From an optimization exercise on the open Yosys and OpenROAD flow, aimed at small area and a short achievable clock period; shortcuts taken in it are not production practice. The RTL was checked by simulation tests, not by an equivalence proof against the original design. Power and IR drop assume default switching activity.

==> try-juniper: inputs <==
==> flow/design.v <==
`timescale 1ns/1ps
package ddr2_frontend_pkg;
    localparam logic [2:0] NOP = 3'b000;
    localparam logic [2:0] SCR = 3'b001;
    localparam logic [2:0] SCW = 3'b010;
    localparam logic [2:0] BLR = 3'b011;
    localparam logic [2:0] BLW = 3'b100;
    localparam int WORD_W = 16;
    localparam int DEPTH_LOG2 = 6;
    localparam int COUNT_W = DEPTH_LOG2 + 1;
    localparam logic [COUNT_W-1:0] FILL_LIMIT = 7'd33;
endpackage
`timescale 1ns/1ps
import ddr2_frontend_pkg::*;
module ddr2_sync_fifo
#(
    parameter int WIDTH      = 16,
    parameter int DEPTH_LOG2 = 6
) (
    input  logic               CLK,
    input  logic               RESET,
    input  logic               put_i,
    input  logic               get_i,
    input  logic [WIDTH-1:0]   data_i,
    output logic [WIDTH-1:0]   data_o,
    output logic [COUNT_W-1:0] fillcount_o,
    output logic               full_bar_o,
    output logic               empty_bar_o,
    output logic               do_put_o,
    output logic               do_get_o
);
    localparam int DEPTH = 1 << DEPTH_LOG2;
    localparam int NLO   = 8;
    localparam int NHI   = DEPTH / NLO;
    logic [WIDTH-1:0]   mem [DEPTH];
    logic [NLO-1:0]     wr_lo, rd_lo;
    logic [NHI-1:0]     wr_hi, rd_hi;
    logic [COUNT_W-1:0] count;
    logic               full_bar_q;
    logic               empty_bar_q;
    logic               do_put;
    logic               do_get;
    logic               inc;
    logic               dec;
    assign do_put = put_i && full_bar_q;
    assign do_get = get_i && empty_bar_q;
    assign inc    = do_put && !do_get;
    assign dec    = do_get && !do_put;
    assign full_bar_o  = full_bar_q;
    assign empty_bar_o = empty_bar_q;
    assign fillcount_o = count;
    assign do_put_o    = do_put;
    assign do_get_o    = do_get;
    logic [DEPTH-1:0] wr_row;
    always_comb begin
        for (int i = 0; i < DEPTH; i++) begin
            wr_row[i] = wr_hi[i / NLO] && wr_lo[i % NLO];
        end
    end
    always_ff @(posedge CLK) begin
        for (int i = 0; i < DEPTH; i++) begin
            if (do_put && wr_row[i]) begin
                mem[i] <= data_i;
            end
        end
    end
    logic [WIDTH-1:0] grp [NHI];
    logic [WIDTH-1:0] rd_word;
    always_comb begin
        for (int g = 0; g < NHI; g++) begin
            grp[g] = '0;
            for (int k = 0; k < NLO; k++) begin
                grp[g] = grp[g] | (mem[g * NLO + k] & {WIDTH{rd_lo[k]}});
            end
        end
        rd_word = '0;
        for (int g = 0; g < NHI; g++) begin
            rd_word = rd_word | (grp[g] & {WIDTH{rd_hi[g]}});
        end
    end
    always_ff @(posedge CLK) begin
        if (RESET) begin
            data_o <= '0;
        end else if (do_get) begin
            data_o <= rd_word;
        end
    end
    always_ff @(posedge CLK) begin
        if (RESET) begin
            wr_lo       <= NLO'(1);
            wr_hi       <= NHI'(1);
            rd_lo       <= NLO'(1);
            rd_hi       <= NHI'(1);
            count       <= '0;
            full_bar_q  <= 1'b1;
            empty_bar_q <= 1'b0;
        end else begin
            if (do_put) begin
                wr_lo <= {wr_lo[NLO-2:0], wr_lo[NLO-1]};
                if (wr_lo[NLO-1]) wr_hi <= {wr_hi[NHI-2:0], wr_hi[NHI-1]};
            end
            if (do_get) begin
                rd_lo <= {rd_lo[NLO-2:0], rd_lo[NLO-1]};
                if (rd_lo[NLO-1]) rd_hi <= {rd_hi[NHI-2:0], rd_hi[NHI-1]};
            end
            if (inc) count <= count + 1'b1;
            if (dec) count <= count - 1'b1;
            if (inc) begin
                empty_bar_q <= 1'b1;
                full_bar_q  <= (count != COUNT_W'(DEPTH - 1));
            end
            if (dec) begin
                full_bar_q  <= 1'b1;
                empty_bar_q <= (count != COUNT_W'(1));
            end
        end
    end
endmodule
`timescale 1ns/1ps
import ddr2_frontend_pkg::*;
module ddr2_host_queues
#(
    parameter int CMD_W = 31
) (
    input  logic               CLK,
    input  logic               RESET,
    input  logic               cmd_put_i,
    input  logic [CMD_W-1:0]   cmd_entry_i,
    input  logic               put_data_i,
    input  logic [WORD_W-1:0]  din_i,
    output logic [COUNT_W-1:0] fillcount_o,
    output logic               notfull_o,
    input  logic               cmd_get_i,
    input  logic               data_get_i,
    output logic               cmd_valid_o,
    output logic [CMD_W-1:0]   cmd_entry_o,
    output logic               data_valid_o,
    output logic [WORD_W-1:0]  data_word_o
);
    logic cmd_accept;
    logic notfull_q;
    logic cmd_do_put, cmd_do_get;
    logic dat_do_put, dat_do_get;
    logic cmd_full_bar, data_full_bar;
    logic [COUNT_W-1:0] cmd_count;
    assign notfull_o  = notfull_q;
    assign cmd_accept = cmd_put_i && notfull_q;
    ddr2_sync_fifo #(
        .WIDTH      (CMD_W),
        .DEPTH_LOG2 (DEPTH_LOG2)
    ) u_cmd_fifo (
        .CLK         (CLK),
        .RESET       (RESET),
        .put_i       (cmd_accept),
        .get_i       (cmd_get_i),
        .data_i      (cmd_entry_i),
        .data_o      (cmd_entry_o),
        .fillcount_o (cmd_count),
        .full_bar_o  (cmd_full_bar),
        .empty_bar_o (cmd_valid_o),
        .do_put_o    (cmd_do_put),
        .do_get_o    (cmd_do_get)
    );
    ddr2_sync_fifo #(
        .WIDTH      (WORD_W),
        .DEPTH_LOG2 (DEPTH_LOG2)
    ) u_data_fifo (
        .CLK         (CLK),
        .RESET       (RESET),
        .put_i       (put_data_i),
        .get_i       (data_get_i),
        .data_i      (din_i),
        .data_o      (data_word_o),
        .fillcount_o (fillcount_o),
        .full_bar_o  (data_full_bar),
        .empty_bar_o (data_valid_o),
        .do_put_o    (dat_do_put),
        .do_get_o    (dat_do_get)
    );
    logic d_lt33_next;
    logic c_nf_next;
    always_comb begin
        case ({dat_do_put, dat_do_get})
            2'b10:   d_lt33_next = (fillcount_o < 7'd32);
            2'b01:   d_lt33_next = (fillcount_o < 7'd34);
            default: d_lt33_next = (fillcount_o < 7'd33);
        endcase
        case ({cmd_do_put, cmd_do_get})
            2'b10:   c_nf_next = (cmd_count != 7'd63) && (cmd_count != 7'd64);
            2'b01:   c_nf_next = 1'b1;
            default: c_nf_next = (cmd_count != 7'd64);
        endcase
    end
    always_ff @(posedge CLK) begin
        if (RESET) notfull_q <= 1'b1;
        else       notfull_q <= d_lt33_next && c_nf_next;
    end
endmodule
`timescale 1ns/1ps
import ddr2_frontend_pkg::*;
module ddr2_return_path
#(
    parameter int ADDR_WIDTH = 25
) (
    input  logic                  CLK,
    input  logic                  RESET,
    input  logic                  put_return_i,
    input  logic [ADDR_WIDTH-1:0] return_addr_i,
    input  logic [WORD_W-1:0]     return_data_i,
    input  logic                  fetching_i,
    output logic [WORD_W-1:0]     dout_o,
    output logic [ADDR_WIDTH-1:0] raddr_o,
    output logic                  validout_o,
    output logic                  notfull_o,
    output logic [COUNT_W-1:0]    fillcount_o
);
    localparam int ENTRY_W = ADDR_WIDTH + WORD_W;
    logic [ENTRY_W-1:0] head_bits;
    logic               empty_bar;
    logic               pop;
    ddr2_sync_fifo #(
        .WIDTH      (ENTRY_W),
        .DEPTH_LOG2 (DEPTH_LOG2)
    ) u_return_fifo (
        .CLK         (CLK),
        .RESET       (RESET),
        .put_i       (put_return_i),
        .get_i       (fetching_i),
        .data_i      ({return_addr_i, return_data_i}),
        .data_o      (head_bits),
        .fillcount_o (fillcount_o),
        .full_bar_o  (notfull_o),
        .empty_bar_o (empty_bar),
        .do_put_o    (),
        .do_get_o    (pop)
    );
    assign dout_o  = head_bits[WORD_W-1:0];
    assign raddr_o = head_bits[ENTRY_W-1:WORD_W];
    always_ff @(posedge CLK) begin
        if (RESET) validout_o <= 1'b0;
        else       validout_o <= pop;
    end
endmodule
`timescale 1ns/1ps
module ddr2_rank_select #(
    parameter int RANK_BITS = 1
) (
    input  logic                       CLK,
    input  logic                       RESET,
    input  logic                       init_ready_i,
    input  logic                       csbar_i,
    input  logic                       cmd_get_i,
    input  logic                       cmd_valid_i,
    input  logic [RANK_BITS-1:0]       cmd_rank_i,
    output logic [(1<<RANK_BITS)-1:0]  csbar_o
);
    localparam int NUM_RANKS = 1 << RANK_BITS;
    logic                 taken_q;
    logic [RANK_BITS-1:0] cur_rank;
    always_ff @(posedge CLK) begin
        if (RESET) begin
            taken_q <= 1'b0;
        end else if (cmd_get_i && cmd_valid_i) begin
            taken_q <= 1'b1;
        end
    end
    assign cur_rank = taken_q ? cmd_rank_i : '0;
    always_comb begin
        for (int r = 0; r < NUM_RANKS; r++) begin
            csbar_o[r] = csbar_i | (init_ready_i & (cur_rank != RANK_BITS'(r)));
        end
    end
endmodule
`timescale 1ns/1ps
import ddr2_frontend_pkg::*;
module ddr2_frontend
#(
    parameter int ADDR_WIDTH = 25,
    parameter int RANK_BITS  = 1
) (
    input  logic                       CLK,
    input  logic                       RESET,
    input  logic [2:0]                 cmd_i,
    input  logic [1:0]                 sz_i,
    input  logic [ADDR_WIDTH-1:0]      addr_i,
    input  logic [RANK_BITS-1:0]       rank_i,
    input  logic                       cmd_put_i,
    input  logic [15:0]                din_i,
    input  logic                       put_data_i,
    input  logic                       fetching_i,
    output logic [15:0]                dout_o,
    output logic [ADDR_WIDTH-1:0]      raddr_o,
    output logic [6:0]                 fillcount_o,
    output logic                       validout_o,
    output logic                       notfull_o,
    input  logic                       be_get_cmd_i,
    output logic                       be_cmd_valid_o,
    output logic [2:0]                 be_cmd_o,
    output logic [1:0]                 be_sz_o,
    output logic [ADDR_WIDTH-1:0]      be_addr_o,
    output logic [RANK_BITS-1:0]       be_rank_o,
    input  logic                       be_get_data_i,
    output logic                       be_data_valid_o,
    output logic [15:0]                be_data_o,
    input  logic                       be_put_return_i,
    input  logic [ADDR_WIDTH-1:0]      be_return_addr_i,
    input  logic [15:0]                be_return_data_i,
    output logic                       be_return_notfull_o,
    output logic [6:0]                 be_return_fillcount_o,
    input  logic                       init_ready_i,
    input  logic                       csbar_i,
    output logic [(1<<RANK_BITS)-1:0]  csbar_o
);
    localparam int CMD_W = ADDR_WIDTH + 3 + 2 + RANK_BITS;
    logic [CMD_W-1:0] host_cmd;
    logic [CMD_W-1:0] cmd_head;
    assign host_cmd = {addr_i, cmd_i, sz_i, rank_i};
    assign be_addr_o = cmd_head[CMD_W-1 -: ADDR_WIDTH];
    assign be_cmd_o  = cmd_head[RANK_BITS+2 +: 3];
    assign be_sz_o   = cmd_head[RANK_BITS +: 2];
    assign be_rank_o = cmd_head[RANK_BITS-1:0];
    ddr2_host_queues #(
        .CMD_W (CMD_W)
    ) u_host_queues (
        .CLK          (CLK),
        .RESET        (RESET),
        .cmd_put_i    (cmd_put_i),
        .cmd_entry_i  (host_cmd),
        .put_data_i   (put_data_i),
        .din_i        (din_i),
        .fillcount_o  (fillcount_o),
        .notfull_o    (notfull_o),
        .cmd_get_i    (be_get_cmd_i),
        .data_get_i   (be_get_data_i),
        .cmd_valid_o  (be_cmd_valid_o),
        .cmd_entry_o  (cmd_head),
        .data_valid_o (be_data_valid_o),
        .data_word_o  (be_data_o)
    );
    ddr2_return_path #(
        .ADDR_WIDTH (ADDR_WIDTH)
    ) u_return_path (
        .CLK           (CLK),
        .RESET         (RESET),
        .put_return_i  (be_put_return_i),
        .return_addr_i (be_return_addr_i),
        .return_data_i (be_return_data_i),
        .fetching_i    (fetching_i),
        .dout_o        (dout_o),
        .raddr_o       (raddr_o),
        .validout_o    (validout_o),
        .notfull_o     (be_return_notfull_o),
        .fillcount_o   (be_return_fillcount_o)
    );
    ddr2_rank_select #(
        .RANK_BITS (RANK_BITS)
    ) u_rank_select (
        .CLK          (CLK),
        .RESET        (RESET),
        .init_ready_i (init_ready_i),
        .csbar_i      (csbar_i),
        .cmd_get_i    (be_get_cmd_i),
        .cmd_valid_i  (be_cmd_valid_o),
        .cmd_rank_i   (be_rank_o),
        .csbar_o      (csbar_o)
    );
endmodule
==> flow/run.sh <==
#!/bin/bash
# synth_recipe.tcl (not shown) runs the flow's synth.tcl, then flattens the netlist and writes it again
# the make line also repeats each setting of config.mk as NAME=value (left out here)
make -C /OpenROAD-flow-scripts/flow DESIGN_CONFIG=/design/flow/config.mk WORK_HOME=/design/flow/orfs CLKGATE_MAP_FILE= SYNTH_SCRIPT=/design/flow/synth_recipe.tcl finish
==> flow/config.mk <==
export PLATFORM = sky130hd
export DESIGN_NAME = ddr2_frontend
export DESIGN_NICKNAME = ddr2_frontend
export VERILOG_FILES = /design/flow/design.v
export SDC_FILE = /design/flow/constraint.sdc
export NUM_CORES = 4
export LEC_CHECK = 0
export CAP_MARGIN = 20
export CORE_MARGIN = 2
export CORE_UTILIZATION = 65
export CTS_CLUSTER_DIAMETER = 80
export CTS_CLUSTER_SIZE = 24
export SETUP_SLACK_MARGIN = 1.3
export SLEW_MARGIN = 20
==> flow/constraint.sdc <==
create_clock -name core_clock -period 3.8 [get_ports {CLK}]
set_input_delay 0.7600 -clock core_clock [delete_from_list [all_inputs] [get_ports {CLK}]]
set_output_delay 0.7600 -clock core_clock [all_outputs]
set_load 0.01 [all_outputs]
==> try-garnet: changes against try-juniper <==
==> flow/design.v, changed modules only <==
module ddr2_sync_fifo
#(
    parameter int WIDTH      = 16,
    parameter int DEPTH_LOG2 = 6
) (
    input  logic               CLK,
    input  logic               RESET,
    input  logic               put_i,
    input  logic               get_i,
    input  logic [WIDTH-1:0]   data_i,
    output logic [WIDTH-1:0]   data_o,
    output logic [COUNT_W-1:0] fillcount_o,
    output logic               full_bar_o,
    output logic               empty_bar_o,
    output logic               do_put_o,
    output logic               do_get_o,
    output logic [WIDTH-1:0]   rd_word_o
);
    localparam int DEPTH = 1 << DEPTH_LOG2;
    logic [WIDTH-1:0]   mem [DEPTH];
    logic [DEPTH-1:0]   rd_row;
    logic [COUNT_W-1:0] count;
    logic               full_bar_q;
    logic               empty_bar_q;
    logic               do_put;
    logic               do_get;
    logic               inc;
    logic               dec;
    assign do_put = put_i && full_bar_q;
    assign do_get = get_i && empty_bar_q;
    assign inc    = do_put && !do_get;
    assign dec    = do_get && !do_put;
    assign full_bar_o  = full_bar_q;
    assign empty_bar_o = empty_bar_q;
    assign fillcount_o = count;
    assign do_put_o    = do_put;
    assign do_get_o    = do_get;
    always_ff @(posedge CLK) begin
        if (do_put) begin
            mem[0] <= data_i;
            for (int i = 1; i < DEPTH; i++) begin
                mem[i] <= mem[i - 1];
            end
        end
    end
    logic [WIDTH-1:0] rd_word;
    always_comb begin
        rd_word = '0;
        for (int i = 0; i < DEPTH; i++) begin
            rd_word = rd_word | (mem[i] & {WIDTH{rd_row[i]}});
        end
    end
    assign rd_word_o = rd_word;
    always_ff @(posedge CLK) begin
        if (RESET) begin
            data_o <= '0;
        end else if (do_get) begin
            data_o <= rd_word;
        end
    end
    always_ff @(posedge CLK) begin
        if (RESET) begin
            rd_row      <= DEPTH'(1) << (DEPTH - 1);
            count       <= '0;
            full_bar_q  <= 1'b1;
            empty_bar_q <= 1'b0;
        end else begin
            if (inc) begin
                count       <= count + 1'b1;
                rd_row      <= {rd_row[DEPTH-2:0], rd_row[DEPTH-1]};
                empty_bar_q <= 1'b1;
                full_bar_q  <= (count != COUNT_W'(DEPTH - 1));
            end
            if (dec) begin
                count       <= count - 1'b1;
                rd_row      <= {rd_row[0], rd_row[DEPTH-1:1]};
                full_bar_q  <= 1'b1;
                empty_bar_q <= (count != COUNT_W'(1));
            end
        end
    end
endmodule
module ddr2_host_queues
#(
    parameter int CMD_W = 31
) (
    input  logic               CLK,
    input  logic               RESET,
    input  logic               cmd_put_i,
    input  logic [CMD_W-1:0]   cmd_entry_i,
    input  logic               put_data_i,
    input  logic [WORD_W-1:0]  din_i,
    output logic [COUNT_W-1:0] fillcount_o,
    output logic               notfull_o,
    input  logic               cmd_get_i,
    input  logic               data_get_i,
    output logic               cmd_valid_o,
    output logic [CMD_W-1:0]   cmd_entry_o,
    output logic               data_valid_o,
    output logic [WORD_W-1:0]  data_word_o,
    output logic               cmd_rank_n_o
);
    logic cmd_accept;
    logic notfull_q;
    logic cmd_do_put, cmd_do_get;
    logic dat_do_put, dat_do_get;
    logic cmd_full_bar, data_full_bar;
    logic [COUNT_W-1:0] cmd_count;
    logic [CMD_W-1:0]   cmd_rd_word;
    assign notfull_o  = notfull_q;
    assign cmd_accept = cmd_put_i && notfull_q;
    ddr2_sync_fifo #(
        .WIDTH      (CMD_W),
        .DEPTH_LOG2 (DEPTH_LOG2)
    ) u_cmd_fifo (
        .CLK         (CLK),
        .RESET       (RESET),
        .put_i       (cmd_accept),
        .get_i       (cmd_get_i),
        .data_i      (cmd_entry_i),
        .data_o      (cmd_entry_o),
        .fillcount_o (cmd_count),
        .full_bar_o  (cmd_full_bar),
        .empty_bar_o (cmd_valid_o),
        .do_put_o    (cmd_do_put),
        .do_get_o    (cmd_do_get),
        .rd_word_o   (cmd_rd_word)
    );
    always_ff @(posedge CLK) begin
        if (RESET)           cmd_rank_n_o <= 1'b1;
        else if (cmd_do_get) cmd_rank_n_o <= !cmd_rd_word[0];
    end
    ddr2_sync_fifo #(
        .WIDTH      (WORD_W),
        .DEPTH_LOG2 (DEPTH_LOG2)
    ) u_data_fifo (
        .CLK         (CLK),
        .RESET       (RESET),
        .put_i       (put_data_i),
        .get_i       (data_get_i),
        .data_i      (din_i),
        .data_o      (data_word_o),
        .fillcount_o (fillcount_o),
        .full_bar_o  (data_full_bar),
        .empty_bar_o (data_valid_o),
        .do_put_o    (dat_do_put),
        .do_get_o    (dat_do_get),
        .rd_word_o   ()
    );
    logic d_lt33_next;
    logic c_nf_next;
    always_comb begin
        case ({dat_do_put, dat_do_get})
            2'b10:   d_lt33_next = (fillcount_o < 7'd32);
            2'b01:   d_lt33_next = (fillcount_o < 7'd34);
            default: d_lt33_next = (fillcount_o < 7'd33);
        endcase
        case ({cmd_do_put, cmd_do_get})
            2'b10:   c_nf_next = (cmd_count != 7'd63) && (cmd_count != 7'd64);
            2'b01:   c_nf_next = 1'b1;
            default: c_nf_next = (cmd_count != 7'd64);
        endcase
    end
    always_ff @(posedge CLK) begin
        if (RESET) notfull_q <= 1'b1;
        else       notfull_q <= d_lt33_next && c_nf_next;
    end
endmodule
module ddr2_return_path
#(
    parameter int ADDR_WIDTH = 25
) (
    input  logic                  CLK,
    input  logic                  RESET,
    input  logic                  put_return_i,
    input  logic [ADDR_WIDTH-1:0] return_addr_i,
    input  logic [WORD_W-1:0]     return_data_i,
    input  logic                  fetching_i,
    output logic [WORD_W-1:0]     dout_o,
    output logic [ADDR_WIDTH-1:0] raddr_o,
    output logic                  validout_o,
    output logic                  notfull_o,
    output logic [COUNT_W-1:0]    fillcount_o
);
    localparam int ENTRY_W = ADDR_WIDTH + WORD_W;
    logic [ENTRY_W-1:0] head_bits;
    logic               empty_bar;
    logic               pop;
    ddr2_sync_fifo #(
        .WIDTH      (ENTRY_W),
        .DEPTH_LOG2 (DEPTH_LOG2)
    ) u_return_fifo (
        .CLK         (CLK),
        .RESET       (RESET),
        .put_i       (put_return_i),
        .get_i       (fetching_i),
        .data_i      ({return_addr_i, return_data_i}),
        .data_o      (head_bits),
        .fillcount_o (fillcount_o),
        .full_bar_o  (notfull_o),
        .empty_bar_o (empty_bar),
        .do_put_o    (),
        .do_get_o    (pop),
        .rd_word_o   ()
    );
    assign dout_o  = head_bits[WORD_W-1:0];
    assign raddr_o = head_bits[ENTRY_W-1:WORD_W];
    always_ff @(posedge CLK) begin
        if (RESET) validout_o <= 1'b0;
        else       validout_o <= pop;
    end
endmodule
module ddr2_rank_select #(
    parameter int RANK_BITS = 1
) (
    input  logic                       init_ready_i,
    input  logic                       csbar_i,
    input  logic [RANK_BITS-1:0]       cur_rank_i,
    input  logic                       cur_rank_n_i,
    output logic [(1<<RANK_BITS)-1:0]  csbar_o
);
    localparam int NUM_RANKS = 1 << RANK_BITS;
    assign csbar_o[0] = csbar_i | (init_ready_i & cur_rank_i[0]);
    assign csbar_o[1] = csbar_i | (init_ready_i & cur_rank_n_i);
endmodule
module ddr2_frontend
#(
    parameter int ADDR_WIDTH = 25,
    parameter int RANK_BITS  = 1
) (
    input  logic                       CLK,
    input  logic                       RESET,
    input  logic [2:0]                 cmd_i,
    input  logic [1:0]                 sz_i,
    input  logic [ADDR_WIDTH-1:0]      addr_i,
    input  logic [RANK_BITS-1:0]       rank_i,
    input  logic                       cmd_put_i,
    input  logic [15:0]                din_i,
    input  logic                       put_data_i,
    input  logic                       fetching_i,
    output logic [15:0]                dout_o,
    output logic [ADDR_WIDTH-1:0]      raddr_o,
    output logic [6:0]                 fillcount_o,
    output logic                       validout_o,
    output logic                       notfull_o,
    input  logic                       be_get_cmd_i,
    output logic                       be_cmd_valid_o,
    output logic [2:0]                 be_cmd_o,
    output logic [1:0]                 be_sz_o,
    output logic [ADDR_WIDTH-1:0]      be_addr_o,
    output logic [RANK_BITS-1:0]       be_rank_o,
    input  logic                       be_get_data_i,
    output logic                       be_data_valid_o,
    output logic [15:0]                be_data_o,
    input  logic                       be_put_return_i,
    input  logic [ADDR_WIDTH-1:0]      be_return_addr_i,
    input  logic [15:0]                be_return_data_i,
    output logic                       be_return_notfull_o,
    output logic [6:0]                 be_return_fillcount_o,
    input  logic                       init_ready_i,
    input  logic                       csbar_i,
    output logic [(1<<RANK_BITS)-1:0]  csbar_o
);
    localparam int CMD_W = ADDR_WIDTH + 3 + 2 + RANK_BITS;
    logic [CMD_W-1:0] host_cmd;
    logic [CMD_W-1:0] cmd_head;
    logic             cmd_rank_n;
    assign host_cmd = {addr_i, cmd_i, sz_i, rank_i};
    assign be_addr_o = cmd_head[CMD_W-1 -: ADDR_WIDTH];
    assign be_cmd_o  = cmd_head[RANK_BITS+2 +: 3];
    assign be_sz_o   = cmd_head[RANK_BITS +: 2];
    assign be_rank_o = cmd_head[RANK_BITS-1:0];
    ddr2_host_queues #(
        .CMD_W (CMD_W)
    ) u_host_queues (
        .CLK          (CLK),
        .RESET        (RESET),
        .cmd_put_i    (cmd_put_i),
        .cmd_entry_i  (host_cmd),
        .put_data_i   (put_data_i),
        .din_i        (din_i),
        .fillcount_o  (fillcount_o),
        .notfull_o    (notfull_o),
        .cmd_get_i    (be_get_cmd_i),
        .data_get_i   (be_get_data_i),
        .cmd_valid_o  (be_cmd_valid_o),
        .cmd_entry_o  (cmd_head),
        .data_valid_o (be_data_valid_o),
        .data_word_o  (be_data_o),
        .cmd_rank_n_o (cmd_rank_n)
    );
    ddr2_return_path #(
        .ADDR_WIDTH (ADDR_WIDTH)
    ) u_return_path (
        .CLK           (CLK),
        .RESET         (RESET),
        .put_return_i  (be_put_return_i),
        .return_addr_i (be_return_addr_i),
        .return_data_i (be_return_data_i),
        .fetching_i    (fetching_i),
        .dout_o        (dout_o),
        .raddr_o       (raddr_o),
        .validout_o    (validout_o),
        .notfull_o     (be_return_notfull_o),
        .fillcount_o   (be_return_fillcount_o)
    );
    ddr2_rank_select #(
        .RANK_BITS (RANK_BITS)
    ) u_rank_select (
        .init_ready_i (init_ready_i),
        .csbar_i      (csbar_i),
        .cur_rank_i   (be_rank_o),
        .cur_rank_n_i (cmd_rank_n),
        .csbar_o      (csbar_o)
    );
endmodule
CORE_UTILIZATION = 70   (was 65)
SETUP_SLACK_MARGIN = 1.55   (was 1.3)
==> summary.txt <==
item	try-garnet	try-juniper
Static leakage	0.0703 uW	0.0720 uW
Final Util	0.768	0.735
Tightest hold margin	335 ps	61.9 ps
Pwr/cell area	522 mW/mm^2	468 mW/mm^2
Die Span Y	555 microns	573 microns
FILL cells	16,700	19,200
Proportion of power drawn by flip-flops and latches	0.665	0.642
Clock net power	35,200 uW	33,900 uW
Minimum setup slack after placement	406 ps	443 ps
Status	complete, no violations	complete, no violations
Max Freq	0.411 GHz	0.362 GHz
Capturing element type of the critical path	output port	flop
Post-Syn Area per Cell	18.3 sq um	18.4 sq um
Post-detailed-route via-to-cell ratio	8.33	7.51
Number of sequential storage elements	5,942	5,846

## port drivers added, routing unchanged
Ports are ideal in the flow. The routed layouts listed here were re-timed in OpenROAD.
Step 1 (the two cells are an assumption about what drives the block):
set clk [get_ports {CLK}]
set_driving_cell -lib_cell sky130_fd_sc_hd__clkbuf_16 $clk
set_driving_cell -lib_cell sky130_fd_sc_hd__buf_2 [delete_from_list [all_inputs] $clk]
Step 2 also shifts input and output timing later by t, the mid clock arrival at the registers, as if the neighbouring blocks saw the same clock.
Three values: ideal, step 1, step 2; two values: the first two.
run | t, ns | slack for setup (ns) | worst hold slack (ns) | worst setup path after step 2
try-juniper | 1.048 | 1.034 / 1.034 / 0.275 | 0.062 / -0.011 / 0.476 | input to register
try-garnet | 1.063 | 1.367 / 1.265 / 0.671 | 0.335 / 0.258 / 0.445 | input to register
After both steps every run listed still meets setup and hold. For try-juniper, which loses most, drivers alone change the setup slack by 0.000 ns; drivers and shift together by -0.759 ns.
